What follows belongs to an exercise in optimizing a design on an open flow for small area, a short achievable clock period and few clock cycles per item; a production flow would make more cautious choices.
Where RTL was checked, it was by simulation tests only, not by an equivalence proof against the original.
The RTL of run 8 was laid out without a check of its function.

==> design/flow/design.v <==
`timescale 1ns/1ps
`default_nettype none
module clyde_ctrl (
    input  logic       clk,
    input  logic       arst_n,
    input  logic       start,
    output logic       busy,
    output logic       done,
    output logic       cmd_load,
    output logic [3:0] w_even,
    output logic [3:0] w_odd
);
    localparam logic [3:0] W_INIT = 4'b0001;
    localparam logic [3:0] W_LAST = 4'b1100;
    logic [3:0] w_q;
    logic       last_step;
    logic [3:0] w_after;
    assign w_even    = w_q;
    assign w_odd     = {w_q[2:0], w_q[3] ^ w_q[0]};
    assign w_after   = {w_odd[2:0], w_odd[3] ^ w_odd[0]};
    assign cmd_load  = start & ~busy;
    assign last_step = (w_q == W_LAST);
    always_ff @(posedge clk) begin
        w_q <= busy ? w_after : W_INIT;
    end
    always_ff @(posedge clk or negedge arst_n) begin
        if (!arst_n) begin
            busy <= 1'b0;
            done <= 1'b0;
        end else begin
            done <= busy & last_step;
            busy <= cmd_load | (busy & ~last_step);
        end
    end
endmodule
`default_nettype wire
`timescale 1ns/1ps
`default_nettype none
module clyde_andxor (
    input  logic a,
    input  logic b,
    input  logic c,
    output logic y
);
    assign y = (a & b) ^ c;
endmodule
module clyde_sbox_col (
    input  logic [3:0] x,
    output logic [3:0] y
);
    clyde_andxor u_y1 (.a(x[0]), .b(x[1]), .c(x[2]), .y(y[1]));
    clyde_andxor u_y0 (.a(x[3]), .b(x[0]), .c(x[1]), .y(y[0]));
    clyde_andxor u_y3 (.a(y[1]), .b(x[3]), .c(x[0]), .y(y[3]));
    clyde_andxor u_y2 (.a(y[0]), .b(y[1]), .c(x[3]), .y(y[2]));
endmodule
module clyde_sbox_layer (
    input  logic [127:0] state_in,
    output logic [127:0] state_out
);
    for (genvar c = 0; c < 32; c++) begin : g_col
        clyde_sbox_col u_col (
            .x ({state_in[96+c], state_in[64+c], state_in[32+c], state_in[c]}),
            .y ({state_out[96+c], state_out[64+c], state_out[32+c], state_out[c]})
        );
    end
endmodule
`default_nettype wire
`timescale 1ns/1ps
`default_nettype none
module clyde_lbox_layer (
    input  logic [127:0] state_in,
    input  logic [3:0]   w_value,
    output logic [127:0] state_out
);
    localparam int LB_ROT_A = 12;
    localparam int LB_ROT_B = 3;
    logic [31:0] r0, r1, r2, r3;
    logic [31:0] x_new0, y_new0, x_new1, y_new1;
    assign r0 = state_in[31:0];
    assign r1 = state_in[63:32];
    assign r2 = state_in[95:64];
    assign r3 = state_in[127:96];
    assign x_new0 = r0 ^ {r1[LB_ROT_A-1:0], r1[31:LB_ROT_A]};
    assign x_new1 = r2 ^ {r3[LB_ROT_A-1:0], r3[31:LB_ROT_A]};
    assign y_new0 = r1 ^ {x_new0[LB_ROT_B-1:0], x_new0[31:LB_ROT_B]};
    assign y_new1 = r3 ^ {x_new1[LB_ROT_B-1:0], x_new1[31:LB_ROT_B]};
    assign state_out = {y_new1[31:1], y_new1[0] ^ w_value[3],
                        x_new1[31:1], x_new1[0] ^ w_value[2],
                        y_new0[31:1], y_new0[0] ^ w_value[1],
                        x_new0[31:1], x_new0[0] ^ w_value[0]};
endmodule
`default_nettype wire
`timescale 1ns/1ps
`default_nettype none
module clyde_tweakey (
    input  logic         clk,
    input  logic         busy,
    input  logic [127:0] tweak,
    input  logic [127:0] key,
    output logic [127:0] tk_value
);
    logic [127:0] tweak_q;
    logic [127:0] tweak_d;
    assign tweak_d = busy ? {tweak_q[63:0], tweak_q[63:0] ^ tweak_q[127:64]} : tweak;
    always_ff @(posedge clk) begin
        tweak_q <= tweak_d;
    end
    assign tk_value = key ^ tweak_d;
endmodule
`default_nettype wire
`timescale 1ns/1ps
`default_nettype none
module clyde_datapath (
    input  logic         clk,
    input  logic [127:0] data_in,
    input  logic [127:0] key,
    input  logic [127:0] tweak,
    input  logic         busy,
    input  logic         cmd_load,
    input  logic [3:0]   w_even,
    input  logic [3:0]   w_odd,
    output logic [127:0] data_out
);
    logic [127:0] state_q;
    logic [127:0] state_d;
    logic [127:0] sbox_a, lbox_a, sbox_b, lbox_b;
    logic [127:0] tk_value;
    clyde_sbox_layer u_sbox_a (.state_in(state_q), .state_out(sbox_a));
    clyde_lbox_layer u_lbox_a (.state_in(sbox_a), .w_value(w_even), .state_out(lbox_a));
    clyde_sbox_layer u_sbox_b (.state_in(lbox_a), .state_out(sbox_b));
    clyde_lbox_layer u_lbox_b (.state_in(sbox_b), .w_value(w_odd), .state_out(lbox_b));
    clyde_tweakey u_tweakey (
        .clk      (clk),
        .busy     (busy),
        .tweak    (tweak),
        .key      (key),
        .tk_value (tk_value)
    );
    always_comb begin
        if (busy)          state_d = lbox_b ^ tk_value;
        else if (cmd_load) state_d = data_in ^ tk_value;
        else               state_d = state_q;
    end
    always_ff @(posedge clk) begin
        state_q <= state_d;
    end
    assign data_out = state_q;
endmodule
`default_nettype wire
`timescale 1ns/1ps
`default_nettype none
module clyde_top (
    input  logic         clk,
    input  logic         arst_n,
    input  logic         start,
    input  logic [127:0] data_in,
    input  logic [127:0] key,
    input  logic [127:0] tweak,
    output logic [127:0] data_out,
    output logic         busy,
    output logic         done
);
    logic       cmd_load;
    logic [3:0] w_even;
    logic [3:0] w_odd;
    clyde_ctrl u_ctrl (
        .clk      (clk),
        .arst_n   (arst_n),
        .start    (start),
        .busy     (busy),
        .done     (done),
        .cmd_load (cmd_load),
        .w_even   (w_even),
        .w_odd    (w_odd)
    );
    clyde_datapath u_datapath (
        .clk      (clk),
        .data_in  (data_in),
        .key      (key),
        .tweak    (tweak),
        .busy     (busy),
        .cmd_load (cmd_load),
        .w_even   (w_even),
        .w_odd    (w_odd),
        .data_out (data_out)
    );
endmodule
`default_nettype wire
==> design/flow/flow/run.sh <==
#!/bin/bash
# Standard layout, with plain buf_1 cells as the port buffers in place of the
# delay buffers buffer_ports picks by default (every port still gets a
# buffer), and a clock tree built from mid-size clock buffers without
# dummy loads.
set -euo pipefail
export BUFFER_PORTS_ARGS="-buffer_cell sky130_fd_sc_hd__buf_1"
export CTS_ARGS="-sink_clustering_enable -repair_clock_nets -dont_use_dummy_load -buf_list {sky130_fd_sc_hd__clkbuf_4 sky130_fd_sc_hd__clkbuf_8}"
bash standard.sh > standard_flow.log 2>&1
==> design/flow/standard.sh <==
#!/bin/bash
# synth_recipe.tcl (not shown) runs the flow's synth.tcl, then flattens the netlist and writes it again
# the make line also repeats each setting of config.mk as NAME=value (left out here)
make -C /OpenROAD-flow-scripts/flow DESIGN_CONFIG=/design/flow/config.mk WORK_HOME=/design/flow/orfs CLKGATE_MAP_FILE= SYNTH_SCRIPT=/design/flow/synth_recipe.tcl "${@:-finish}"
==> design/flow/config.mk <==
export PLATFORM = sky130hd
export DESIGN_NAME = clyde_top
export DESIGN_NICKNAME = clyde_top
export VERILOG_FILES = /design/flow/design.v
export SDC_FILE = /design/flow/constraint.sdc
export NUM_CORES = 4
export LEC_CHECK = 0
export CAP_MARGIN = 20
export CORE_MARGIN = 2
export CORE_UTILIZATION = 60
export SETUP_SLACK_MARGIN = 2.4
export SLEW_MARGIN = 20
export SYNTH_HIERARCHICAL = 1
==> design/flow/constraint.sdc <==
create_clock -name core_clock -period 6.0 [get_ports {clk}]
set_input_delay 1.2000 -clock core_clock [delete_from_list [all_inputs] [get_ports {clk}]]
set_output_delay 1.2000 -clock core_clock [all_outputs]
set_load 0.01 [all_outputs]
==> flow_summary.toml, run 1 <==
[critical_path]
endpoint_kind = "flop"
worstSetupPathType = "flop to flop"
crit_required_ns = 6.29
critical_path.max_fanout = 4
arrival_ns = 4.07
start_kind = "flop"

[route]
drtIter0Drc = 832
drc = 0
drtPass1Iterations = 5
drt-total-wl_um = 57200
ant_nets = 0
via_count = 14600
avgRoutedWirePerCell_um = 20.8
avgViaCountPerCell = 5.32

[global_routing]
grt_max_degree = 111
grt_pass1_vias = 14100
grt_overflow = 0
grt_pass1_wl_um = 77800
antenna_found_initial = 9
grt.total_usage_pct = 32.6

[cts]
cts_sinks = 262
insertion_delay_ns = 0.57
path_clk_slew_ns = 0.06
cts_root_buf = "clkbuf_8"
clock_path_buffers = 3
cts_max_level = 2
cts_tree = "done"
cts-buffers-inserted = 45

[placement]
place_congestion = 0.905
dp_hpwl_um = 43000
port_buffers = 516

[synth]
synth_warnings = 9
syn_inst = 1732
syn-num-nets = 2119
synth.distinct_cells = 22
ys_ff_latch = 262
ys_seq_area_share_pct = 35.7
syn-cell-area_um2 = 18300
syn_avg_cell_area_um2 = 10.6

[sta]
finalSetupViolCount = 0
finalCritPeriodShare_pct = 63.0
fin_crit_ns = 3.78
setup_tns_ns = 0
hold_viol = 0
finClkSkew_ns = 0.0459
drv_slew = 0
slew_headroom_pct = 33.9
max_clock_freq_mhz = 264
rsz0062_at_grt = "true"
whs_ns = 0.415
tightest_slew_ns = 0.991

[die]
die_w_um = 179
initial_utilization_pct = 61.4
rows = 63
core_um2 = 29800
pin_count = 517
die_y_um = 179
die-area_um2 = 31900

[final_layout]
nets = 2736
final_common_cell = "buf_1"
multi_input_area_um2 = 13700
syn2layout_area_growth_pct = 31.7
mostFrequentLayoutCells = "516 x buf_1, 330 x xnor2_1, 296 x xor2_1, 253 x nand2_1, 132 x dfxtp_1"
seq_area_um2 = 6540
utilization_pct = 80.9
n_fill_cell = 1883
layout-drive-gt1-share_pct = 20.9

[status]
status = "complete, no violations"

[worst_hold_path]
hold_path.class = "input pin to async pin"

[run]
max-cap-violations = 0
[metrics by stage]
step / instance area [um^2] / cells / worst slack (ns)
floorplan: 18300 / 1732 / 2.68
global placement: 20400 / 2602 / 1.84
detailed placement: 20400 / 2602 / 1.88
CTS: 21700 / 2655 / 2.31
global route: 24100 / 2744 / 2.12
finish: 24100 / 2747 / 2.22
[logic make-up (layout without fill, tap and decap cells)]
logic type	count (synthesis)	after routing	share of synthesized area, %
simple gates	329	329	6.86
buf+inv	42	657	1.99
other cells	0	10	0
mux	193	193	12.0
flops	262	262	35.7
xor+xnor	841	841	40.3
compound gates	65	65	3.11
[layout make-up]
type	count	area share [%]
Timing Repair Buffer	612	11.3
Multi-Input combinational cell	1428	56.9
Sequential cell	262	27.1
Antenna cell	10	0.104
Tap cell	390	2.02
Clock buffer	45	2.57
[worst paths after layout]
| kind | depth (start not counted) | slack [ns] | from | endpoint |
|---|---|---|---|---|
| max | 12 | 2.22 | u_datapath.state_q[121] | u_datapath.state_q[103] |
| min | 1 | 0.42 | arst_n | u_ctrl.busy |
| max reg2reg | 12 | 2.22 | u_datapath.state_q[121] | u_datapath.state_q[103] |
| min reg2reg | 1 | 0.51 | u_datapath.u_tweakey.tweak_q[29] | u_datapath.u_tweakey.tweak_q[93] |
| max in group asynchronous | 1 | 5.44 | arst_n | u_ctrl.busy |
| min in group core_clock | 1 | 0.51 | u_datapath.u_tweakey.tweak_q[29] | u_datapath.u_tweakey.tweak_q[93] |
[metal layers]
metal	GRT usage (%)	wire, um	part of all wire, %
met4	12.7	2300	4.0
met5	0	13	0.023
met1	39.1	21200	37
met3	6.84	4610	8.1
met2	56.9	29000	51
[cells in the mapped netlist]
master,instances,area [um^2]
dfrtp_1,2,50.1
nand4b_1,1,8.76
mux2i_1,128,1280
or2_2,1,6.26
xnor2_1,468,4100
mux2_2,14,158
edfxtp_1,128,3840
nand2b_1,1,6.26
nor2_1,65,244
o22a_1,1,8.76
mux2_4,50,751
mux2_1,1,11.3
xor2_1,372,3260
a21oi_2,64,561
xor2_2,1,16.3
buf_4,14,105
dfxtp_1,132,2640
and2_1,3,18.8
buf_2,9,45.0
nand2_1,257,965
buf_6,19,214
nor2b_1,1,6.26
[registers in the layout, summed over array words and instances (netlist names)]
| name | cells |
|---|---|
| u_datapath.state_q | 128 |
| u_datapath.u_tweakey.tweak_q | 128 |
| u_ctrl.w_q | 4 |
| u_ctrl.busy | 1 |
| u_ctrl.done | 1 |
[what timing repair did]
item | CTS | global route
pin swaps | 3 | 43
hold buffers | 0 | 0
gates resized for setup | 73 | 208
setup buffers | 8 | 82
endpoints found under the setup margin | 58 | 69
[worst max-delay path, cell delays in order, from the launching register on]
cell	delay [ns]
edfxtp_1	0.47
nand2_1	0.15
xnor2_1	0.42
xor2_2	0.32
xor2_1	0.29
nand2_1	0.18
xnor2_4	0.35
nand2_1	0.22
xnor2_4	0.31
xor2_1	0.33
xor2_1	0.19
mux2i_1	0.11
xnor2_1	0.16
[Yosys stat by module (local to each module, per instance), excerpt]
module / area (um^2) / times used
clyde_ctrl: 259 / 1
clyde_lbox_layer: 1160 / 2
clyde_andxor: 12.5 / 256
clyde_datapath: 6410 / 1
clyde_tweakey: 6110 / 1
Testbench counts, summed over its fixed seeds: cycles 1,800, blocks 256.
==> inputs of run 2 (changes only) <==
--- a/design/flow/config.mk
+++ b/design/flow/config.mk
@@ -8,6 +8,6 @@
 export CAP_MARGIN = 20
 export CORE_MARGIN = 2
-export CORE_UTILIZATION = 60
-export SETUP_SLACK_MARGIN = 2.4
+export CORE_UTILIZATION = 50
+export SETUP_SLACK_MARGIN = 1.5
 export SLEW_MARGIN = 20
 export SYNTH_HIERARCHICAL = 1
==> flow_summary.toml, run 2 <==
[sta]
finClkSkew_ns = 0.0496
hold_viol = 0
max_clock_freq_mhz = 236
setup_tns_ns = 0
tightest_slew_ns = 0.963
fin_crit_ns = 4.24
finalSetupViolCount = 0
slew_headroom_pct = 35.8
rsz0062_at_grt = "false"
drv_slew = 0
finalCritPeriodShare_pct = 70.6

[final_layout]
fin_area_um2 = 21200
final_common_cell = "buf_1"
mostFrequentLayoutCells = "516 x buf_1, 465 x xnor2_1, 372 x xor2_1, 257 x nand2_1, 132 x dfxtp_1"
syn2layout_area_growth_pct = 16.1
nets = 2653
layout-drive-gt1-share_pct = 8.48
reg_top3 = "u_datapath.state_q (128), u_datapath.u_tweakey.tweak_q (128), u_ctrl.w_q (4)"

[synth]
synth_warnings = 9
synth_ff_type = "dfxtp_1"
yosys.area_share.simple_pct = 6.86
synthMuxAreaShare_pct = 12.0
synth_edf_count = 128
yosys.cell_count.top_type = "xnor2_1"
ys_async_sr_fraction_pct = 0.763
yosys.area.top_type_share_pct = 22.4
synthAdderAreaFrac_pct = 0
synthXorXnorAreaFrac_pct = 40.3
synth_common_cells = "468 x xnor2_1, 372 x xor2_1, 257 x nand2_1, 132 x dfxtp_1"
ys_seq_area_share_pct = 35.7
syn-cell-area_um2 = 18300
synth_area_leader_cell = "xnor2_1"
synth_top_family_by_area = "XOR/XNOR gates"
syn_avg_cell_area_um2 = 10.6
syn_inst = 1732
synth.distinct_cells = 22
ys_top_cells_by_area = "xnor2_1 22%, edfxtp_1 21%, xor2_1 18%, dfxtp_1 14%, mux2i_1 7.0%"
ys_ff_latch = 262
synth_compound_area_share_pct = 3.11
syn-num-nets = 2119

[critical_path]
arrival_ns = 4.60
crit_path_cell_trace = "nand2_1 -> xnor2_1 -> nand2_1 -> xnor2_1 -> xnor2_1 -> xnor2_1 -> xnor2_2 -> nand2_1 -> xnor2_1 -> xor2_1 -> xor2_1 -> mux2i_1 -> xnor2_1"
cpPeakStageDelay_ns = 0.51
r2r_slack_ns = 1.76
crit_slowest_cell = "xnor2_1"
worstSetupPathType = "flop to flop"
startpoint = "u_datapath.state_q[12]"
crit_top_cell = "xnor2_1"
start_kind = "flop"
worst-r2r-cell-count = 13
worstReg2RegStart = "u_datapath.state_q[12]"
crit_required_ns = 6.36
critical_path.max_fanout = 4
endpoint_kind = "flop"
reg2reg_to = "u_datapath.state_q[113]"

[global_routing]
grt_overflow = 0
antenna_found_initial = 4
grt_pass1_vias = 13900
grt_pass1_wl_um = 80600
grt_max_degree = 64
grt.total_usage_pct = 28.2

[placement]
placed_area_um2 = 20500
port_buffers = 516
dp_hpwl_um = 44600
place_congestion = 0.879

[route]
ant_nets = 0
drtPass1Iterations = 5
drt-total-wl_um = 54700
via_count = 13500
avgRoutedWirePerCell_um = 20.0
drtIter0Drc = 642
avgViaCountPerCell = 4.92
drc = 0

[cts]
cts-buffers-inserted = 50
cts_sinks = 262
cts_root_buf = "clkbuf_8"
clock_path_buffers = 3
cts_max_level = 2
ctsHoldBuffers = 0
cts_tree = "done"
path_clk_slew_ns = 0.06
insertion_delay_ns = 0.64

[run]
max-cap-violations = 0

[die]
initial_utilization_pct = 50.3
die-area_um2 = 38100
die_y_um = 195
pin_count = 517
core_um2 = 36300
rows = 70
die_w_um = 195

[worst_hold_path]
hold_path.class = "input pin to async pin"

[status]
status = "complete, no violations"
==> run 2: cell types whose count changed in the layout (fill, tap and decap cells not counted), sizes merged <==
cell	delta
buf	-88
clkbuf	+5
diode	-4
==> run 2: cell type report <==
class | count | area (um^2)
Sequential cell | 262 | 6540
Fill cell | 3367 | 15100
Antenna cell | 6 | 15.0
Multi-Input combinational cell | 1428 | 11400
Timing Repair Buffer | 524 | 2000
Clock buffer | 50 | 688
Tap cell | 468 | 586
==> run 2: worst max-delay path by stage <==
stage                                   end  slack (ns)
finish              u_datapath.state_q[113]        1.76
floorplan             u_datapath.state_q[0]        2.68
global route        u_datapath.state_q[113]        1.61
CTS                 u_datapath.state_q[113]        1.65
global placement    u_datapath.state_q[113]        1.68
detailed placement  u_datapath.state_q[113]        1.68
==> run 2: cells by family (layout without fill, tap and decap cells) <==
kind of cell              count (synthesis)  count (layout)
buffers and inverters                    42             574
DFF                                     262             262
muxes                                   193             193
xor gates and xnor gates                841             841
other                                     0               6
AOI/OAI and AO/OA                        65              65
and+or+nand+nor                         329             329
==> run 2: per-module statistics from Yosys (local to each module, per instance), a selection <==
| module | times used | cells | flops+latches | cell area (um^2) |
|---|---|---|---|---|
| clyde_lbox_layer | 2 | 132 | 0 | 1160 |
| clyde_ctrl | 1 | 23 | 6 | 259 |
| clyde_tweakey | 1 | 533 | 128 | 6110 |
| clyde_andxor | 256 | 2 | 0 | 12.5 |
| clyde_datapath | 1 | 400 | 128 | 6410 |
==> run 2: metrics by stage <==
step	worst slack, ns	hold slack [ns]	instances	util [%]
finish	1.76	0.349	2738	58.5
detailed placement	1.68	0.508	2682	56.5
floorplan	2.68	0.443	1732	-
CTS	1.65	0.307	2732	58.4
global placement	1.68	0.504	2682	56.5
global route	1.61	0.314	2734	58.4
==> run 2: repair_timing <==
action	CTS	global route
gates resized for setup	0	3
buffers inserted	0	0
setup endpoints to repair	0	2
==> run 2: per-layer routing <==
metal	global-route usage (%)	vias to the layer above	wire length, um
met5	0	-	0
met4	8.76	0	1490
met3	7.29	87	3810
met2	48.8	455	26700
met1	34.3	6275	22700
li1	-	6663	-
==> run 2: critical path, delay by kind of cell (launching register included) <==
family | cells | cell delay (ns)
xor+xnor | 9 | 3.01
flops | 1 | 0.45
mux | 1 | 0.12
simple gates | 3 | 0.37
==> inputs of run 3 (changes only) <==
--- a/design/flow/config.mk
+++ b/design/flow/config.mk
@@ -9,5 +9,5 @@
 export CORE_MARGIN = 2
 export CORE_UTILIZATION = 50
-export SETUP_SLACK_MARGIN = 1.5
+export SETUP_SLACK_MARGIN = 2.6
 export SLEW_MARGIN = 20
 export SYNTH_HIERARCHICAL = 1
==> flow_summary.toml, run 3 <==
[synth]
syn_inst = 1732
syn_avg_cell_area_um2 = 10.6
ys_ff_latch = 262
synth.distinct_cells = 22
ys_top_cells_by_area = "xnor2_1 22%, edfxtp_1 21%, xor2_1 18%, dfxtp_1 14%, mux2i_1 7.0%"
synth_ff_type = "dfxtp_1"
synth_area_leader_cell = "xnor2_1"
yosys.area.top_type_share_pct = 22.4
synth_common_cells = "468 x xnor2_1, 372 x xor2_1, 257 x nand2_1, 132 x dfxtp_1"
yosys.cell_count.top_type = "xnor2_1"
syn-num-nets = 2119
ys_async_sr_fraction_pct = 0.763
syn-cell-area_um2 = 18300
ys_seq_area_share_pct = 35.7
synth_warnings = 9
synth_edf_count = 128

[route]
drtIter0Drc = 976
avgViaCountPerCell = 5.16
drc = 0
avgRoutedWirePerCell_um = 22.1
drtPass1Iterations = 5
ant_nets = 0
via_count = 15800
drt-total-wl_um = 67600

[critical_path]
crit_required_ns = 6.39
worstSetupPathType = "flop to flop"
critical_path.max_fanout = 4
critPathBufInv = 1
crit_slowest_cell = "edfxtp_1"
endpoint_kind = "flop"
arrival_ns = 4.00
start_kind = "flop"
r2r_slack_ns = 2.40
worst-r2r-cell-count = 13
critPathTopFamily = "XOR/XNOR gates"
worstReg2RegStart = "u_datapath.state_q[126]"
crit_top_cell = "nand2_1"
startpoint = "u_datapath.state_q[126]"
reg2reg_to = "u_datapath.state_q[56]"
crit_path_cell_trace = "nand2_1 -> xnor2_4 -> nand2_1 -> xnor2_2 -> xor2_4 -> xor2_2 -> nand2_1 -> xnor2_2 -> buf_4 -> xor2_1 -> xor2_1 -> mux2i_1 -> xnor2_1"
cpPeakStageDelay_ns = 0.44

[final_layout]
seq_area_um2 = 6540
final_common_cell = "buf_1"
nets = 2977
multi_input_area_um2 = 15800
layout-drive-gt1-share_pct = 35.1
mostFrequentLayoutCells = "516 x buf_1, 312 x buf_4, 239 x xor2_1, 236 x xnor2_1, 226 x nand2_1"
syn2layout_area_growth_pct = 54.5
reg_top3 = "u_datapath.state_q (128), u_datapath.u_tweakey.tweak_q (128), u_ctrl.w_q (4)"
n_fill_cell = 2360

[cts]
cts_max_level = 2
path_clk_slew_ns = 0.05
cts_sinks = 262
insertion_delay_ns = 0.65
clock_path_buffers = 3
cts_root_buf = "clkbuf_8"
cts_tree = "done"
cts-buffers-inserted = 50

[worst_hold_path]
hold_path.class = "input pin to async pin"

[global_routing]
grt_max_degree = 64
grt_pass1_wl_um = 85400
grt_overflow = 0
antenna_found_initial = 5
grt_pass1_vias = 14800
grt.total_usage_pct = 29.9

[sta]
rsz0062_at_grt = "true"
slew_headroom_pct = 34.4
tightest_slew_ns = 0.985
hold_viol = 0
drv_slew = 0
finalSetupViolCount = 0
finClkSkew_ns = 0.0622
fin_crit_ns = 3.60
setup_tns_ns = 0
finalCritPeriodShare_pct = 60.1
max_clock_freq_mhz = 277
whs_ns = 0.341

[run]
max-cap-violations = 0

[placement]
dp_hpwl_um = 44600
place_congestion = 0.879
port_buffers = 516

[die]
die_w_um = 195
rows = 70
die_y_um = 195
initial_utilization_pct = 50.3
core_um2 = 36300
die-area_um2 = 38100
pin_count = 517

[status]
status = "complete, no violations"
[run 3: cell counts after synthesis]
No cell type changed its count.
[run 3: modules after synthesis (local to each module, per instance), excerpt]
module            cell area, um^2  flip-flops and latches
clyde_tweakey                6110                     128
clyde_datapath               6410                     128
clyde_lbox_layer             1160                       0
clyde_ctrl                    259                       6
clyde_andxor                 12.5                       0
[run 3: worst max path at each step]
| stage | to | slack, ns | depth (start not counted) |
|---|---|---|---|
| after floorplan | u_datapath.state_q[0] | 2.68 | 2 |
| after global placement | u_datapath.state_q[113] | 1.68 | 13 |
| after detailed placement | u_datapath.state_q[113] | 1.68 | 13 |
| after CTS | u_datapath.state_q[117] | 2.52 | 13 |
| after global routing | u_datapath.state_q[127] | 2.33 | 14 |
| final | u_datapath.state_q[56] | 2.40 | 13 |
[run 3: what timing repair did]
| action | in CTS | in global routing |
|---|---|---|
| hold buffers | 0 | 0 |
| buffers inserted | 83 | 241 |
| endpoints found under the setup margin | 103 | 89 |
| resized for setup | 239 | 301 |
| endpoints found under the hold margin | 0 | 0 |
| pin swaps | 47 | 163 |
[run 3: through the flow]
stage          cell area (um^2)  cells  setup WS [ns]  util (%)
6_report                  28300   3061           2.40      77.8
5_1_grt                   28300   3059           2.33      77.8
4_1_cts                   23900   2815           2.52      65.7
3_5_place_dp              20500   2682           1.68      56.5
3_3_place_gp              20500   2682           1.68      56.5
2_1_floorplan             18300   1732           2.68         -
[run 3: worst register-to-register path: stages (launching register included)]
cell and delay, ns:
edfxtp_1 0.44, nand2_1 0.19, xnor2_4 0.24, nand2_1 0.12, xnor2_2 0.31, xor2_4 0.26, xor2_2 0.23, nand2_1 0.14
xnor2_2 0.25, buf_4 0.16, xor2_1 0.30, xor2_1 0.30, mux2i_1 0.15, xnor2_1 0.30
[run 3: layout make-up]
class / instances / share of cell area [%]
sequential: 262 / 23.1
timing repair buffer: 848 / 16.5
multi-input combinational: 1428 / 55.8
clock buffer: 50 / 2.43
tap: 468 / 2.07
antenna: 5 / 0.0443
[run 3: cell families (layout without fill, tap and decap cells)]
kind of cell,count (synthesis),in the layout,share of synthesized area [%]
flip-flops,262,262,35.7
buffers and inverters,42,898,1.99
XOR/XNOR,841,841,40.3
other,0,5,0
AO/OA/AOI/OAI,65,65,3.11
multiplexers,193,193,12.0
AND/OR/NAND/NOR,329,329,6.86
[run 3: metal layers]
metal / wire, um / vias to the layer above / global-route usage, % / part of all wire [%]
met5: 0 / - / 0 / 0
met4: 2980 / 0 / 10.6 / 4.4
met3: 4540 / 156 / 7.67 / 6.7
met2: 34400 / 696 / 51.8 / 51
met1: 25700 / 7748 / 36.0 / 38
li1: - / 7200 / - / -
==> inputs of run 4 (changes only) <==
--- a/design/flow/config.mk
+++ b/design/flow/config.mk
@@ -8,6 +8,6 @@
 export CAP_MARGIN = 20
 export CORE_MARGIN = 2
-export CORE_UTILIZATION = 50
-export SETUP_SLACK_MARGIN = 2.6
+export CORE_UTILIZATION = 55
+export SETUP_SLACK_MARGIN = 2.0
 export SLEW_MARGIN = 20
 export SYNTH_HIERARCHICAL = 1
==> flow_summary.toml, run 4 <==
[worst_hold_path]
hold_path.class = "input pin to async pin"

[placement]
port_buffers = 516
dp_hpwl_um = 43700
post-place-ws_ns = 1.71
place_congestion = 0.884

[run]
max-cap-violations = 0

[critical_path]
worstSetupPathType = "flop to flop"
start_kind = "flop"
r2r_slack_ns = 1.99
arrival_ns = 4.32
crit_required_ns = 6.31
critical_path.max_fanout = 4
endpoint_kind = "flop"

[synth]
synth_common_cells = "468 x xnor2_1, 372 x xor2_1, 257 x nand2_1, 132 x dfxtp_1"
synth.distinct_cells = 22
ys_top_cells_by_area = "xnor2_1 22%, edfxtp_1 21%, xor2_1 18%, dfxtp_1 14%, mux2i_1 7.0%"
yosys.cell_count.top_type = "xnor2_1"
syn_inst = 1732
syn_avg_cell_area_um2 = 10.6
synth_edf_count = 128
synth_area_leader_cell = "xnor2_1"
ys_ff_latch = 262
ys_seq_area_share_pct = 35.7
synth_ff_type = "dfxtp_1"
yosys.area.top_type_share_pct = 22.4
synth_warnings = 9
ys_async_sr_fraction_pct = 0.763
syn-num-nets = 2119
syn-cell-area_um2 = 18300

[route]
drt-total-wl_um = 54300
drc = 0
drtPass1Iterations = 5
ant_nets = 0
avgViaCountPerCell = 5.08
via_count = 13700
avgRoutedWirePerCell_um = 20.1
drtIter0Drc = 800

[die]
core_um2 = 32600
die_y_um = 186
die-area_um2 = 34700
die_w_um = 186
pin_count = 517
initial_utilization_pct = 56.1
rows = 66

[final_layout]
reg_top3 = "u_datapath.state_q (128), u_datapath.u_tweakey.tweak_q (128), u_ctrl.w_q (4)"
syn2layout_area_growth_pct = 17.6
mostFrequentLayoutCells = "516 x buf_1, 429 x xnor2_1, 367 x xor2_1, 257 x nand2_1, 132 x dfxtp_1"
layout-drive-gt1-share_pct = 10.1
final_common_cell = "buf_1"
nets = 2648

[sta]
max_clock_freq_mhz = 250
drv_slew = 0
fin_crit_ns = 4.01
setup_tns_ns = 0
tightest_slew_ns = 0.918
slew_headroom_pct = 38.8
finalCritPeriodShare_pct = 66.8
hold_viol = 0
rsz0062_at_grt = "true"
postLayoutSetupSlackWorst_ns = 1.99
finalSetupViolCount = 0
finClkSkew_ns = 0.0442

[global_routing]
grt.total_usage_pct = 30.7
antenna_found_initial = 4
grt_pass1_vias = 14300
grt_pass1_wl_um = 82000
grt_max_degree = 139
grt_overflow = 0

[cts]
cts_setup_buffers = 0
cts_tree = "done"
path_clk_slew_ns = 0.06
ctsHoldBuffers = 0
insertion_delay_ns = 0.59
cts_root_buf = "clkbuf_8"
cts_sinks = 262
cts-buffers-inserted = 48
cts_max_level = 2
clock_path_buffers = 3

[status]
status = "complete, no violations"
==> run 4: cell counts after synthesis <==
No cell type changed its count.
==> run 4: worst max-delay path: stages (launching register included) <==
cell	delay, ns
edfxtp_1	0.44
nand2_1	0.14
xnor2_2	0.30
xor2_1	0.48
xor2_1	0.27
nand2_1	0.13
xnor2_2	0.44
nand2_1	0.18
xnor2_2	0.40
xor2_1	0.39
xor2_1	0.26
mux2i_1	0.13
xnor2_1	0.17
==> run 4: path summary, 6_finish.rpt <==
path | startpoint | end | cells past startpoint
worst max register to register | u_datapath.state_q[2] | u_datapath.state_q[100] | 12
max in group asynchronous | arst_n | u_ctrl.busy | 1
worst min-delay path | arst_n | u_ctrl.done | 1
worst min register to register | u_datapath.u_tweakey.tweak_q[21] | u_datapath.u_tweakey.tweak_q[85] | 1
min in group core_clock | u_datapath.u_tweakey.tweak_q[21] | u_datapath.u_tweakey.tweak_q[85] | 1
worst max-delay path | u_datapath.state_q[2] | u_datapath.state_q[100] | 12
==> run 4: Yosys stat by module (local to each module, per instance), excerpt <==
module / cells / flip-flops and latches / times used / cell area, um^2
clyde_andxor: 2 / 0 / 256 / 12.5
clyde_lbox_layer: 132 / 0 / 2 / 1160
clyde_ctrl: 23 / 6 / 1 / 259
clyde_datapath: 400 / 128 / 1 / 6410
clyde_tweakey: 533 / 128 / 1 / 6110
==> run 4: area by class of cell <==
cell class	count	area [um^2]
fill	2772	11100
tap	442	553
clock buffer	48	661
sequential	262	6540
multi-input combinational	1428	11800
timing repair buffer	521	2000
antenna	4	10.0
==> run 4: per-stage QoR <==
step           std cells  hold WS [ns]  area, um^2  util, %
2_1_floorplan       1732         0.443       18300        -
3_3_place_gp        2653         0.503       20500     62.8
3_5_place_dp        2653         0.512       20500     62.8
4_1_cts             2701         0.351       21200     65.0
5_1_grt             2705         0.368       21500     66.0
6_report            2705         0.398       21500     66.0
==> run 4: metal layers <==
| metal | routed length (um) | global-route usage, % | up-vias |
|---|---|---|---|
| met5 | 0 | 0 | - |
| met1 | 21900 | 37.7 | 6434 |
| li1 | - | - | 6635 |
| met3 | 4320 | 7.02 | 101 |
| met4 | 2020 | 11.6 | 0 |
| met2 | 26000 | 52.7 | 559 |
==> run 4: repair_timing <==
| item | CTS | global route |
|---|---|---|
| setup endpoints to repair | 7 | 30 |
| pin swaps | 0 | 1 |
| resized for setup | 7 | 40 |
==> run 4: logic make-up after synthesis <==
logic type,count (synthesis),synth area share [%]
xor+xnor,841,40.3
simple gates,329,6.86
flops,262,35.7
mux,193,12.0
compound gates,65,3.11
buf+inv,42,1.99
==> inputs of run 5 (changes only) <==
--- a/design/flow/config.mk
+++ b/design/flow/config.mk
@@ -8,5 +8,5 @@
 export CAP_MARGIN = 20
 export CORE_MARGIN = 2
-export CORE_UTILIZATION = 55
+export CORE_UTILIZATION = 45
 export SETUP_SLACK_MARGIN = 2.0
 export SLEW_MARGIN = 20
==> flow_summary.toml, run 5 <==
[sta]
drv_slew = 0
tightest_slew_ns = 1.00
finalSetupViolCount = 0
rsz0062_at_grt = "true"
postLayoutSetupSlackWorst_ns = 2.18
finClkSkew_ns = 0.0459
whs_ns = 0.386
finalCritPeriodShare_pct = 63.6
slew_headroom_pct = 33.0
fin_crit_ns = 3.82
setup_tns_ns = 0
hold_viol = 0
max_clock_freq_mhz = 262

[route]
drtPass1Iterations = 5
drc = 0
via_count = 13500
drt-total-wl_um = 55400
avgRoutedWirePerCell_um = 19.9
drtIter0Drc = 734
avgViaCountPerCell = 4.84
ant_nets = 0

[global_routing]
grt_pass1_vias = 13800
grt_max_degree = 139
antenna_found_initial = 9
grt_pass1_wl_um = 79400
grt.total_usage_pct = 25.2
grt_overflow = 0

[cts]
path_clk_slew_ns = 0.06
cts_root_buf = "clkbuf_8"
cts_sinks = 262
clock_path_buffers = 3
cts_max_level = 2
cts-buffers-inserted = 48
insertion_delay_ns = 0.63
cts_tree = "done"

[critical_path]
arrival_ns = 4.16
endpoint_kind = "flop"
worstReg2RegStart = "u_datapath.state_q[50]"
r2r_slack_ns = 2.18
reg2reg_to = "u_datapath.state_q[119]"
critical_path.max_fanout = 4
worst-r2r-cell-count = 12
crit_required_ns = 6.34
start_kind = "flop"
worstSetupPathType = "flop to flop"

[final_layout]
nets = 2651
utilization_pct = 54.6
mostFrequentLayoutCells = "516 x buf_1, 412 x xnor2_1, 364 x xor2_1, 257 x nand2_1, 132 x dfxtp_1"
fin_area_um2 = 21800
syn2layout_area_growth_pct = 19.0
final_common_cell = "buf_1"
reg_top3 = "u_datapath.state_q (128), u_datapath.u_tweakey.tweak_q (128), u_ctrl.w_q (4)"
layout-drive-gt1-share_pct = 11.1
final_cells = 2791

[placement]
dp_cells = 2737
place_congestion = 0.870
post-place-ws_ns = 1.68
placed_area_um2 = 20600
dp_hpwl_um = 44800
port_buffers = 516

[synth]
yosys.cell_count.top_type = "xnor2_1"
synth_ff_type = "dfxtp_1"
synthMuxAreaShare_pct = 12.0
ys_async_sr_fraction_pct = 0.763
synthXorXnorAreaFrac_pct = 40.3
synth_edf_count = 128
synth_warnings = 9
ys_top_cells_by_area = "xnor2_1 22%, edfxtp_1 21%, xor2_1 18%, dfxtp_1 14%, mux2i_1 7.0%"
yosys.area_share.simple_pct = 6.86
yosys.area.top_type_share_pct = 22.4
synth_common_cells = "468 x xnor2_1, 372 x xor2_1, 257 x nand2_1, 132 x dfxtp_1"
syn_avg_cell_area_um2 = 10.6
synth_compound_area_share_pct = 3.11
syn-cell-area_um2 = 18300
synthAdderAreaFrac_pct = 0
syn_inst = 1732
ys_seq_area_share_pct = 35.7
synth.distinct_cells = 22
syn-num-nets = 2119
ys_ff_latch = 262
synth_top_family_by_area = "XOR/XNOR gates"
synth_area_leader_cell = "xnor2_1"

[die]
die_y_um = 206
die_w_um = 206
rows = 73
core_um2 = 39900
die-area_um2 = 42300
initial_utilization_pct = 45.8
pin_count = 517

[run]
max-cap-violations = 0

[worst_hold_path]
hold_path.class = "input pin to async pin"

[status]
status = "complete, no violations"
[run 5: cell counts after synthesis]
No cell type changed its count.
[run 5: Yosys stat by module (local to each module, per instance), a selection]
| module | area [um^2] | times used | cells inside |
|---|---|---|---|
| clyde_datapath | 6410 | 1 | 400 |
| clyde_andxor | 12.5 | 256 | 2 |
| clyde_ctrl | 259 | 1 | 23 |
| clyde_lbox_layer | 1160 | 2 | 132 |
| clyde_tweakey | 6110 | 1 | 533 |
[run 5: worst max path at each step]
stage	end	slack (ns)	startpoint	depth (start not counted)
6_report	u_datapath.state_q[119]	2.18	u_datapath.state_q[50]	12
5_1_grt	u_datapath.state_q[111]	1.87	u_datapath.state_q[13]	12
4_1_cts	u_datapath.state_q[120]	1.92	u_datapath.state_q[10]	12
3_5_place_dp	u_datapath.state_q[120]	1.68	u_datapath.state_q[19]	12
3_3_place_gp	u_datapath.state_q[120]	1.68	u_datapath.state_q[19]	12
2_1_floorplan	u_datapath.state_q[0]	2.68	start	2
[run 5: layout make-up]
class                      instances  area (um^2)
antenna                            4         10.0
clock buffer                      48          661
fill                            3717        18100
multi-input combinational       1428        11900
sequential                       262         6540
tap                              525          657
timing repair buffer             524         2010
[run 5: worst max-delay path: stages, from the launching register on]
cell	delay (ns)
edfxtp_1	0.41
nand2_1	0.09
xnor2_1	0.48
nand2_1	0.14
xnor2_1	0.34
xor2_1	0.17
xnor2_1	0.60
nand2_1	0.14
xnor2_1	0.48
xor2_1	0.26
xor2_1	0.17
mux2i_1	0.11
xnor2_1	0.16
[run 5: kinds of logic after synthesis]
group | count (synthesis)
XOR/XNOR | 841
AND/OR/NAND/NOR | 329
flip-flops | 262
multiplexers | 193
AO/OA/AOI/OAI | 65
buffers and inverters | 42
[run 5: layer usage]
layer / global-route usage [%] / vias to the layer above / part of all wire (%)
met5: 0 / - / 0.11
met4: 9.43 / 10 / 3.1
met3: 6.03 / 112 / 7.3
met2: 42.6 / 441 / 48
met1: 31.0 / 6287 / 41
li1: - / 6645 / -
[run 5: timing repair]
item	in CTS	in global routing
pin swaps	0	3
hold endpoints to repair	0	0
gates resized for setup	7	59
buffers inserted	0	2
endpoints found under the setup margin	13	44
hold buffers	0	0
==> inputs of run 6 (changes only) <==
--- a/design/flow/config.mk
+++ b/design/flow/config.mk
@@ -8,5 +8,5 @@
 export CAP_MARGIN = 20
 export CORE_MARGIN = 2
-export CORE_UTILIZATION = 45
+export CORE_UTILIZATION = 50
 export SETUP_SLACK_MARGIN = 2.0
 export SLEW_MARGIN = 20
==> flow_summary.toml, run 6 <==
[final_layout]
final_common_cell = "buf_1"
mostFrequentLayoutCells = "516 x buf_1, 425 x xnor2_1, 363 x xor2_1, 257 x nand2_1, 132 x dfxtp_1"
reg_top3 = "u_datapath.state_q (128), u_datapath.u_tweakey.tweak_q (128), u_ctrl.w_q (4)"
layout-drive-gt1-share_pct = 10.7
syn2layout_area_growth_pct = 18.3
nets = 2655

[synth]
yosys.area.top_type_share_pct = 22.4
synth_edf_count = 128
synthXorXnorAreaFrac_pct = 40.3
ys_seq_area_share_pct = 35.7
ys_async_sr_fraction_pct = 0.763
synth_ff_type = "dfxtp_1"
synth_top_family_by_area = "XOR/XNOR gates"
yosys.cell_count.top_type = "xnor2_1"
synthMuxAreaShare_pct = 12.0
syn-num-nets = 2119
synthAdderAreaFrac_pct = 0
synth.distinct_cells = 22
synth_warnings = 9
synth_compound_area_share_pct = 3.11
ys_ff_latch = 262
ys_top_cells_by_area = "xnor2_1 22%, edfxtp_1 21%, xor2_1 18%, dfxtp_1 14%, mux2i_1 7.0%"
syn-cell-area_um2 = 18300
synth_common_cells = "468 x xnor2_1, 372 x xor2_1, 257 x nand2_1, 132 x dfxtp_1"
synth_area_leader_cell = "xnor2_1"
yosys.area_share.simple_pct = 6.86
syn_avg_cell_area_um2 = 10.6
syn_inst = 1732

[cts]
cts_max_level = 2
insertion_delay_ns = 0.64
cts-buffers-inserted = 50
path_clk_slew_ns = 0.06
cts_root_buf = "clkbuf_8"
cts_sinks = 262
clock_path_buffers = 3
cts_tree = "done"

[sta]
finalCritPeriodShare_pct = 63.9
fin_crit_ns = 3.83
finClkSkew_ns = 0.0463
setup_tns_ns = 0
rsz0062_at_grt = "true"
hold_viol = 0
max_clock_freq_mhz = 261
slew_headroom_pct = 36.8
tightest_slew_ns = 0.948
finalSetupViolCount = 0
whs_ns = 0.353
drv_slew = 0

[die]
core_um2 = 36300
initial_utilization_pct = 50.3
die_y_um = 195
die-area_um2 = 38100
pin_count = 517
die_w_um = 195
rows = 70

[critical_path]
worstReg2RegStart = "u_datapath.state_q[21]"
endpoint_kind = "flop"
crit_required_ns = 6.39
critPathTopFamily = "XOR/XNOR gates"
arrival_ns = 4.22
crit_path_cell_trace = "nand2_1 -> xnor2_1 -> nand2_1 -> xnor2_1 -> xor2_1 -> xor2_1 -> nand2_1 -> xnor2_1 -> nand2_1 -> xnor2_1 -> xor2_1 -> xor2_1 -> mux2i_1 -> xnor2_1"
cpPeakStageDelay_ns = 0.40
critical_path.max_fanout = 4
worst-r2r-cell-count = 14
start_kind = "flop"
r2r_slack_ns = 2.17
crit_top_cell = "xnor2_1"
crit_slowest_cell = "edfxtp_1"
worstSetupPathType = "flop to flop"
critPathBufInv = 0
reg2reg_to = "u_datapath.state_q[99]"

[placement]
place_congestion = 0.879
dp_hpwl_um = 44600
port_buffers = 516

[global_routing]
grt_pass1_vias = 13900
antenna_found_initial = 4
grt_overflow = 0
grt_max_degree = 64
grt.total_usage_pct = 28.2
grt_pass1_wl_um = 80700

[route]
drc = 0
drtPass1Iterations = 5
avgRoutedWirePerCell_um = 20.1
drtIter0Drc = 661
drt-total-wl_um = 55000
via_count = 13500
ant_nets = 0
avgViaCountPerCell = 4.93

[worst_hold_path]
hold_path.class = "input pin to async pin"

[status]
status = "complete, no violations"

[run]
max-cap-violations = 0
[run 6: through the flow]
stage	util, %	std cells	setup WS [ns]	cell area [um^2]
floorplan	-	1732	2.68	18300
finish	59.6	2739	2.17	21700
CTS	58.6	2732	2.01	21300
global placement	56.5	2682	1.68	20500
global route	59.5	2736	1.97	21600
detailed placement	56.5	2682	1.68	20500
[run 6: repair_timing]
| action | in CTS | in global routing |
|---|---|---|
| endpoints found under the setup margin | 11 | 30 |
| setup buffers | 0 | 2 |
| gates resized for setup | 13 | 41 |
| pin swaps | 0 | 1 |
| hold endpoints to repair | 0 | 0 |
| hold buffers | 0 | 0 |
[run 6: layer usage]
| metal | routed length, um | vias up | global-route usage, % | share of wire, % |
|---|---|---|---|---|
| met2 | 27000 | 459 | 48.9 | 49 |
| met4 | 1430 | 0 | 8.74 | 2.6 |
| met3 | 4130 | 86 | 7.32 | 7.5 |
| met5 | 0 | - | 0 | 0 |
| met1 | 22400 | 6307 | 34.3 | 41 |
| li1 | - | 6654 | - | - |
[run 6: cell families after synthesis]
kind of cell	Yosys count
xor gates and xnor gates	841
muxes	193
DFF	262
buffers and inverters	42
and+or+nand+nor	329
AOI/OAI and AO/OA	65
[run 6: worst max-delay path by stage]
| stage | from | to | slack, ns | cells past startpoint |
|---|---|---|---|---|
| after CTS | u_datapath.state_q[12] | u_datapath.state_q[113] | 2.01 | 13 |
| after global routing | u_datapath.state_q[22] | u_datapath.state_q[100] | 1.97 | 14 |
| after floorplan | start | u_datapath.state_q[0] | 2.68 | 2 |
| after global placement | u_datapath.state_q[12] | u_datapath.state_q[113] | 1.68 | 13 |
| after detailed placement | u_datapath.state_q[12] | u_datapath.state_q[113] | 1.68 | 13 |
| final | u_datapath.state_q[21] | u_datapath.state_q[99] | 2.17 | 14 |
[run 6: final cells by class]
class,count,area (um^2)
Timing Repair Buffer,526,2010
Clock buffer,50,688
Antenna cell,5,12.5
Multi-Input combinational cell,1428,11800
Fill cell,3340,14700
Tap cell,468,586
Sequential cell,262,6540
[run 6: modules after synthesis, one instance, submodules excluded, excerpt]
module | flip-flops and latches | times used | area (um^2) | cells inside
clyde_tweakey | 128 | 1 | 6110 | 533
clyde_datapath | 128 | 1 | 6410 | 400
clyde_lbox_layer | 0 | 2 | 1160 | 132
clyde_ctrl | 6 | 1 | 259 | 23
clyde_andxor | 0 | 256 | 12.5 | 2
==> inputs of run 7 (changes only) <==
==> design/flow/flow/run.sh (replaced) <==
#!/bin/bash
# Standard layout, with plain buf_1 cells as the port buffers in place of the
# delay buffers buffer_ports picks by default (every port still gets a
# buffer), and a clock tree built from mid-size clock buffers without
# dummy loads. Gates off the critical paths are then downsized (power
# recovery), which also trims area.
set -euo pipefail
export BUFFER_PORTS_ARGS="-buffer_cell sky130_fd_sc_hd__buf_1"
export CTS_ARGS="-sink_clustering_enable -repair_clock_nets -dont_use_dummy_load -buf_list {sky130_fd_sc_hd__clkbuf_4 sky130_fd_sc_hd__clkbuf_8}"
export RECOVER_POWER=100
bash standard.sh > standard_flow.log 2>&1
==> flow_summary.toml, run 7 <==
[critical_path]
crit_required_ns = 4.80
endpoint_kind = "output pin"
arrival_ns = 2.99
critical_path.max_fanout = 63
worstSetupPathType = "flop to output pin"
start_kind = "flop"

[cts]
cts_sinks = 262
cts_tree = "done"
clock_path_buffers = 3
cts-buffers-inserted = 50
cts_max_level = 2
path_clk_slew_ns = 0.05
insertion_delay_ns = 0.64
cts_root_buf = "clkbuf_8"
ctsHoldBuffers = 0

[synth]
synth_area_leader_cell = "xnor2_1"
syn-cell-area_um2 = 18300
synth_ff_type = "dfxtp_1"
synth.distinct_cells = 22
syn_avg_cell_area_um2 = 10.6
synth_edf_count = 128
syn-num-nets = 2119
syn_inst = 1732
synth_common_cells = "468 x xnor2_1, 372 x xor2_1, 257 x nand2_1, 132 x dfxtp_1"
yosys.cell_count.top_type = "xnor2_1"
ys_ff_latch = 262
ys_top_cells_by_area = "xnor2_1 22%, edfxtp_1 21%, xor2_1 18%, dfxtp_1 14%, mux2i_1 7.0%"
ys_seq_area_share_pct = 35.7
yosys.area.top_type_share_pct = 22.4
ys_async_sr_fraction_pct = 0.763
synth_warnings = 9

[status]
status = "complete, no violations"

[sta]
tightest_slew_ns = 1.43
finalSetupViolCount = 0
whs_ns = 0.350
drv_slew = 0
finalCritPeriodShare_pct = 69.8
rsz0062_at_grt = "true"
max_clock_freq_mhz = 239
hold_viol = 0
setup_tns_ns = 0
finClkSkew_ns = 0.0459
fin_crit_ns = 4.19
slew_headroom_pct = 4.36

[final_layout]
syn2layout_area_growth_pct = 15.1
fin_area_um2 = 21100
final_cells = 2739
reg_top3 = "u_datapath.state_q (128), u_datapath.u_tweakey.tweak_q (128), u_ctrl.w_q (4)"
utilization_pct = 57.9
mostFrequentLayoutCells = "514 x buf_1, 443 x xnor2_1, 367 x xor2_1, 257 x nand2_1, 132 x dfxtp_1"
layout-drive-gt1-share_pct = 4.19
final_common_cell = "buf_1"
nets = 2655

[route]
drtIter0Drc = 656
via_count = 13600
drc = 0
ant_nets = 0
avgRoutedWirePerCell_um = 20.1
drtPass1Iterations = 4
avgViaCountPerCell = 4.95
drt-total-wl_um = 54900

[placement]
dp_hpwl_um = 44600
port_buffers = 516
dp_cells = 2682
place_congestion = 0.879
placed_area_um2 = 20500

[die]
die-area_um2 = 38100
core_um2 = 36300
die_w_um = 195
die_y_um = 195
initial_utilization_pct = 50.3
pin_count = 517
rows = 70

[global_routing]
antenna_found_initial = 4
grt_pass1_vias = 13900
grt_overflow = 0
grt_pass1_wl_um = 80700
grt.total_usage_pct = 28.2
grt_max_degree = 64

[worst_hold_path]
hold_path.class = "input pin to async pin"

[run]
max-cap-violations = 0
## run 7: cell count changes in the layout (fill, tap and decap cells not counted), moves of 13 or more
cell / before / now
mux2_2: 14 / 1
xnor2_1: 425 / 443
xnor2_2: 41 / 23
a21oi_2: 64 / 4
mux2_4: 50 / 0
a21oi_1: 0 / 60
mux2_1: 1 / 64
## run 7: per-module statistics from Yosys (local to each module, per instance), a selection
module | cells | copies in the design
clyde_tweakey | 533 | 1
clyde_andxor | 2 | 256
clyde_ctrl | 23 | 1
clyde_lbox_layer | 132 | 2
clyde_datapath | 400 | 1
## run 7: routing by layer
layer  global-route usage (%)  wire length, um
met4                     8.74             1450
met5                        0                0
met1                     34.3            22500
met2                     48.9            27000
met3                     7.32             4060
## run 7: worst max-delay path, stage by stage, from the launching register on
cell	delay (ns)
dfrtp_1	1.30
buf_4	0.81
buf_1	0.21
## run 7: area by class of cell
class                      count  area (um^2)
tap                          468          586
timing repair buffer         526         2000
multi-input combinational   1428        11200
fill                        3490        15300
sequential                   262         6540
clock buffer                  50          688
antenna                        5         12.5
## run 7: logic make-up (layout without fill, tap and decap cells)
group	after synthesis	count (layout)	synth area share [%]
AOI/OAI and AO/OA	65	65	3.11
xor gates and xnor gates	841	841	40.3
buffers and inverters	42	576	1.99
DFF	262	262	35.7
muxes	193	193	12.0
other	0	5	0
and+or+nand+nor	329	329	6.86
## run 7: path summary, 6_finish.rpt
kind / from / endpoint / slack (ns) / cells after the start
setup / recovery: u_ctrl.busy / busy / 1.81 / 2
hold / removal: arst_n / u_ctrl.busy / 0.35 / 1
setup reg to reg: u_datapath.state_q[19] / u_datapath.state_q[97] / 1.86 / 14
hold reg to reg: u_datapath.u_tweakey.tweak_q[24] / u_datapath.u_tweakey.tweak_q[88] / 0.51 / 1
max in group asynchronous: arst_n / u_ctrl.done / 5.52 / 1
min in group core_clock: u_datapath.u_tweakey.tweak_q[24] / u_datapath.u_tweakey.tweak_q[88] / 0.51 / 1
## run 7: through the flow
stage	worst slack [ns]
2_1_floorplan	2.68
3_3_place_gp	1.68
3_5_place_dp	1.68
4_1_cts	2.01
5_1_grt	1.55
6_report	1.81
## run 7: what timing repair did
action                     4_1_cts  5_1_grt
gates resized for setup         13       41
setup endpoints to repair       11       30
pin swaps                        0        1
buffers inserted                 0        2
==> inputs of run 8 (changes only) <==
--- a/design/flow/design.v
+++ b/design/flow/design.v
@@ -6,4 +6,5 @@
     input  logic       start,
     output logic       busy,
+    output logic       idle,
     output logic       done,
     output logic       cmd_load,
@@ -19,5 +20,6 @@
     assign w_odd     = {w_q[2:0], w_q[3] ^ w_q[0]};
     assign w_after   = {w_odd[2:0], w_odd[3] ^ w_odd[0]};
-    assign cmd_load  = start & ~busy;
+    assign idle      = ~busy;
+    assign cmd_load  = start & idle;
     assign last_step = (w_q == W_LAST);
     always_ff @(posedge clk) begin
@@ -96,4 +98,5 @@
     input  logic         clk,
     input  logic         busy,
+    input  logic         idle,
     input  logic [127:0] tweak,
     input  logic [127:0] key,
@@ -102,5 +105,6 @@
     logic [127:0] tweak_q;
     logic [127:0] tweak_d;
-    assign tweak_d = busy ? {tweak_q[63:0], tweak_q[63:0] ^ tweak_q[127:64]} : tweak;
+    assign tweak_d = ({128{busy}} & {tweak_q[63:0], tweak_q[63:0] ^ tweak_q[127:64]})
+                   | ({128{idle}} & tweak);
     always_ff @(posedge clk) begin
         tweak_q <= tweak_d;
@@ -117,4 +121,5 @@
     input  logic [127:0] tweak,
     input  logic         busy,
+    input  logic         idle,
     input  logic         cmd_load,
     input  logic [3:0]   w_even,
@@ -133,15 +138,14 @@
         .clk      (clk),
         .busy     (busy),
+        .idle     (idle),
         .tweak    (tweak),
         .key      (key),
         .tk_value (tk_value)
     );
-    always_comb begin
-        if (busy)          state_d = lbox_b ^ tk_value;
-        else if (cmd_load) state_d = data_in ^ tk_value;
-        else               state_d = state_q;
-    end
+    assign state_d = (({128{busy}} & lbox_b) | ({128{idle}} & data_in)) ^ tk_value;
     always_ff @(posedge clk) begin
-        state_q <= state_d;
+        if (busy | cmd_load) begin
+            state_q <= state_d;
+        end
     end
     assign data_out = state_q;
@@ -162,4 +166,5 @@
 );
     logic       cmd_load;
+    logic       idle;
     logic [3:0] w_even;
     logic [3:0] w_odd;
@@ -169,4 +174,5 @@
         .start    (start),
         .busy     (busy),
+        .idle     (idle),
         .done     (done),
         .cmd_load (cmd_load),
@@ -180,4 +186,5 @@
         .tweak    (tweak),
         .busy     (busy),
+        .idle     (idle),
         .cmd_load (cmd_load),
         .w_even   (w_even),
==> flow_summary.toml, run 8 <==
[die]
die_w_um = 193
rows = 69
core_um2 = 35300
die-area_um2 = 37100
initial_utilization_pct = 50.4
pin_count = 517
die_y_um = 193

[critical_path]
arrival_ns = 4.89
crit_required_ns = 6.22
critical_path.max_fanout = 170
start_kind = "flop"
r2r_slack_ns = 1.34
reg2reg_to = "u_datapath.state_q[108]"
worstReg2RegStart = "u_ctrl.busy"
worstSetupPathType = "flop to flop"
endpoint = "u_datapath.state_q[108]"
endpoint_kind = "flop"
worst-r2r-cell-count = 3
startpoint = "u_ctrl.busy"

[global_routing]
grt.total_usage_pct = 31.8
grt_overflow = 0
antenna_found_initial = 5
grt_pass1_wl_um = 85600
grt_max_degree = 171
grt_pass1_vias = 14200

[cts]
cts-buffers-inserted = 48
ctsHoldBuffers = 0
path_clk_slew_ns = 0.05
cts_max_level = 2
insertion_delay_ns = 0.62
cts_tree = "done"
cts_sinks = 262
clock_path_buffers = 3
cts_root_buf = "clkbuf_8"

[run]
max-cap-violations = 2

[synth]
synth_edf_count = 128
synth.distinct_cells = 22
syn_avg_cell_area_um2 = 10.5
yosys.area.top_type_share_pct = 21.6
ys_top_cells_by_area = "edfxtp_1 22%, xor2_1 21%, xnor2_1 20%, dfxtp_1 15%, a22o_2 7.2%"
synth_area_leader_cell = "edfxtp_1"
ys_seq_area_share_pct = 36.7
yosys.cell_count.top_type = "xor2_1"
synth_warnings = 9
ys_async_sr_fraction_pct = 0.763
syn-num-nets = 2078
syn-cell-area_um2 = 17800
syn_inst = 1691
synth_ff_type = "dfxtp_1"
ys_ff_latch = 262
synth_common_cells = "436 x xor2_1, 404 x xnor2_1, 257 x nand2_1, 132 x dfxtp_1"

[sta]
max_clock_freq_mhz = 214
tightest_slew_ns = 2.08
whs_ns = 0.370
setup_tns_ns = 0
fin_crit_ns = 4.66
finClkSkew_ns = 0.0240
slew_headroom_pct = -38.7
drv_slew = 78
finalSetupViolCount = 0
rsz0062_at_grt = "true"
hold_viol = 0
finalCritPeriodShare_pct = 77.7

[placement]
place_congestion = 0.947
dp_hpwl_um = 48300
port_buffers = 516
placed_area_um2 = 19800

[route]
drt-total-wl_um = 61100
drc = 0
ant_nets = 0
drtPass1Iterations = 5
drtIter0Drc = 849
avgRoutedWirePerCell_um = 22.9
via_count = 14300
avgViaCountPerCell = 5.37

[final_layout]
syn2layout_area_growth_pct = 17.0
n_fill_cell = 3321
multi_input_area_um2 = 11000
final_common_cell = "buf_1"
layout-drive-gt1-share_pct = 10.3
seq_area_um2 = 6540
reg_top3 = "u_datapath.state_q (128), u_datapath.u_tweakey.tweak_q (128), u_ctrl.w_q (4)"
nets = 2596
fin_area_um2 = 20800
utilization_pct = 59.0
mostFrequentLayoutCells = "508 x buf_1, 427 x xor2_1, 377 x xnor2_1, 257 x nand2_1, 132 x dfxtp_1"

[worst_hold_path]
hold_path.class = "input pin to async pin"

[status]
violations = "capacitance limit, slew limit"
status = "complete, but fails checks"
-- run 8: layer usage --
metal | vias up | GRT usage, % | part of all wire (%)
met3 | 129 | 6.80 | 7.8
met1 | 6895 | 35.8 | 37
met5 | - | 0 | 0.047
li1 | 6731 | - | -
met2 | 589 | 56.7 | 51
met4 | 4 | 15.3 | 4.6
-- run 8: worst max-delay path, cell delays in order, from the launching register on --
cell and delay (ns):
dfrtp_1 1.21, buf_12 0.59, or2_1 1.60, buf_4 0.76
-- run 8: worst min path at each step --
stage,startpoint,to,slack (ns)
CTS,arst_n,u_ctrl.busy,0.32
finish,arst_n,u_ctrl.busy,0.37
global route,arst_n,u_ctrl.busy,0.35
detailed placement,u_datapath.u_tweakey.tweak_q[20],u_datapath.u_tweakey.tweak_q[84],0.52
global placement,u_datapath.u_tweakey.tweak_q[24],u_datapath.u_tweakey.tweak_q[88],0.51
floorplan,u_ctrl.w_q[1],u_ctrl.w_q[3],0.48
-- run 8: cells by family after synthesis --
| kind of cell | count (synthesis) | share of synthesized area [%] |
|---|---|---|
| DFF | 262 | 36.7 |
| AOI/OAI and AO/OA | 257 | 12.6 |
| buffers and inverters | 64 | 3.40 |
| xor gates and xnor gates | 841 | 41.4 |
| muxes | 1 | 0.0633 |
| and+or+nand+nor | 266 | 5.72 |
-- run 8: repair_timing --
action,in CTS,in global routing
setup buffers,0,8
pin swaps,0,2
gates resized for setup,23,58
endpoints found under the setup margin,22,47
-- run 8: through the flow --
stage	instances	worst slack [ns]
after floorplan	1691	2.68
after CTS	2660	1.87
after global routing	2669	1.01
final	2673	1.34
after global placement	2612	1.54
after detailed placement	2612	1.50
-- run 8: layout make-up --
cell class	instances	share of cell area [%]
Multi-Input combinational cell	1365	52.6
Sequential cell	262	31.4
Timing Repair Buffer	531	9.93
Clock buffer	48	3.17
Tap cell	461	2.77
Antenna cell	5	0.0601
Inverter	1	0.0541
-- run 8: modules after synthesis (local to each module, per instance), excerpt --
module            cells  flip-flops and latches  copies in the design  cell area [um^2]
clyde_andxor          2                       0                   256              12.5
clyde_ctrl           26                       6                     1               272
clyde_lbox_layer    132                       0                     2              1160
clyde_datapath      413                     128                     1              6150
clyde_tweakey       476                     128                     1              5860

-- separate check: timing with driven ports --
The flow's constraints put no driver on any port. The routed layouts listed below were extracted and timed again, unchanged, in two steps. Step 1, drivers: a clkbuf_16 drives clk and a buf_2 each remaining input, both assumed. Step 2 moves the port delays by t, midway between the first and last clock arrival at a register: inputs arrive t later, outputs are due t later. That takes back most of the time a late clock gives input paths. Three values: ideal, step 1, step 2; two values: the first two.
| run | t, ns | slack for setup (ns) | worst setup path at the end | worst slew at a driven data input, ns | pins driven straight from the clock port |
|---|---|---|---|---|---|
| run 1 | 0.591 | 2.217 / 2.217 / 2.217 | register to register | 0.10 | 1 |
| run 2 | 0.668 | 1.762 / 1.762 / 1.762 | register to register | 0.09 | 1 |
| run 3 | 0.669 | 2.395 / 2.395 / 2.395 | register to register | 0.10 | 1 |
| run 4 | 0.619 | 1.994 / 1.994 / 1.994 | register to register | 0.09 | 1 |
| run 5 | 0.658 | 2.183 / 2.183 / 2.183 | register to register | 0.10 | 1 |
| run 6 | 0.663 | 2.166 / 2.166 / 2.166 | register to register | 0.10 | 1 |
| run 7 | 0.664 | 1.812 / 1.763 / 1.857 | register to register | 0.09 | 1 |
| run 8 | 0.655 | 1.336 / 1.336 / 1.336 | register to register | 0.11 | 1 |
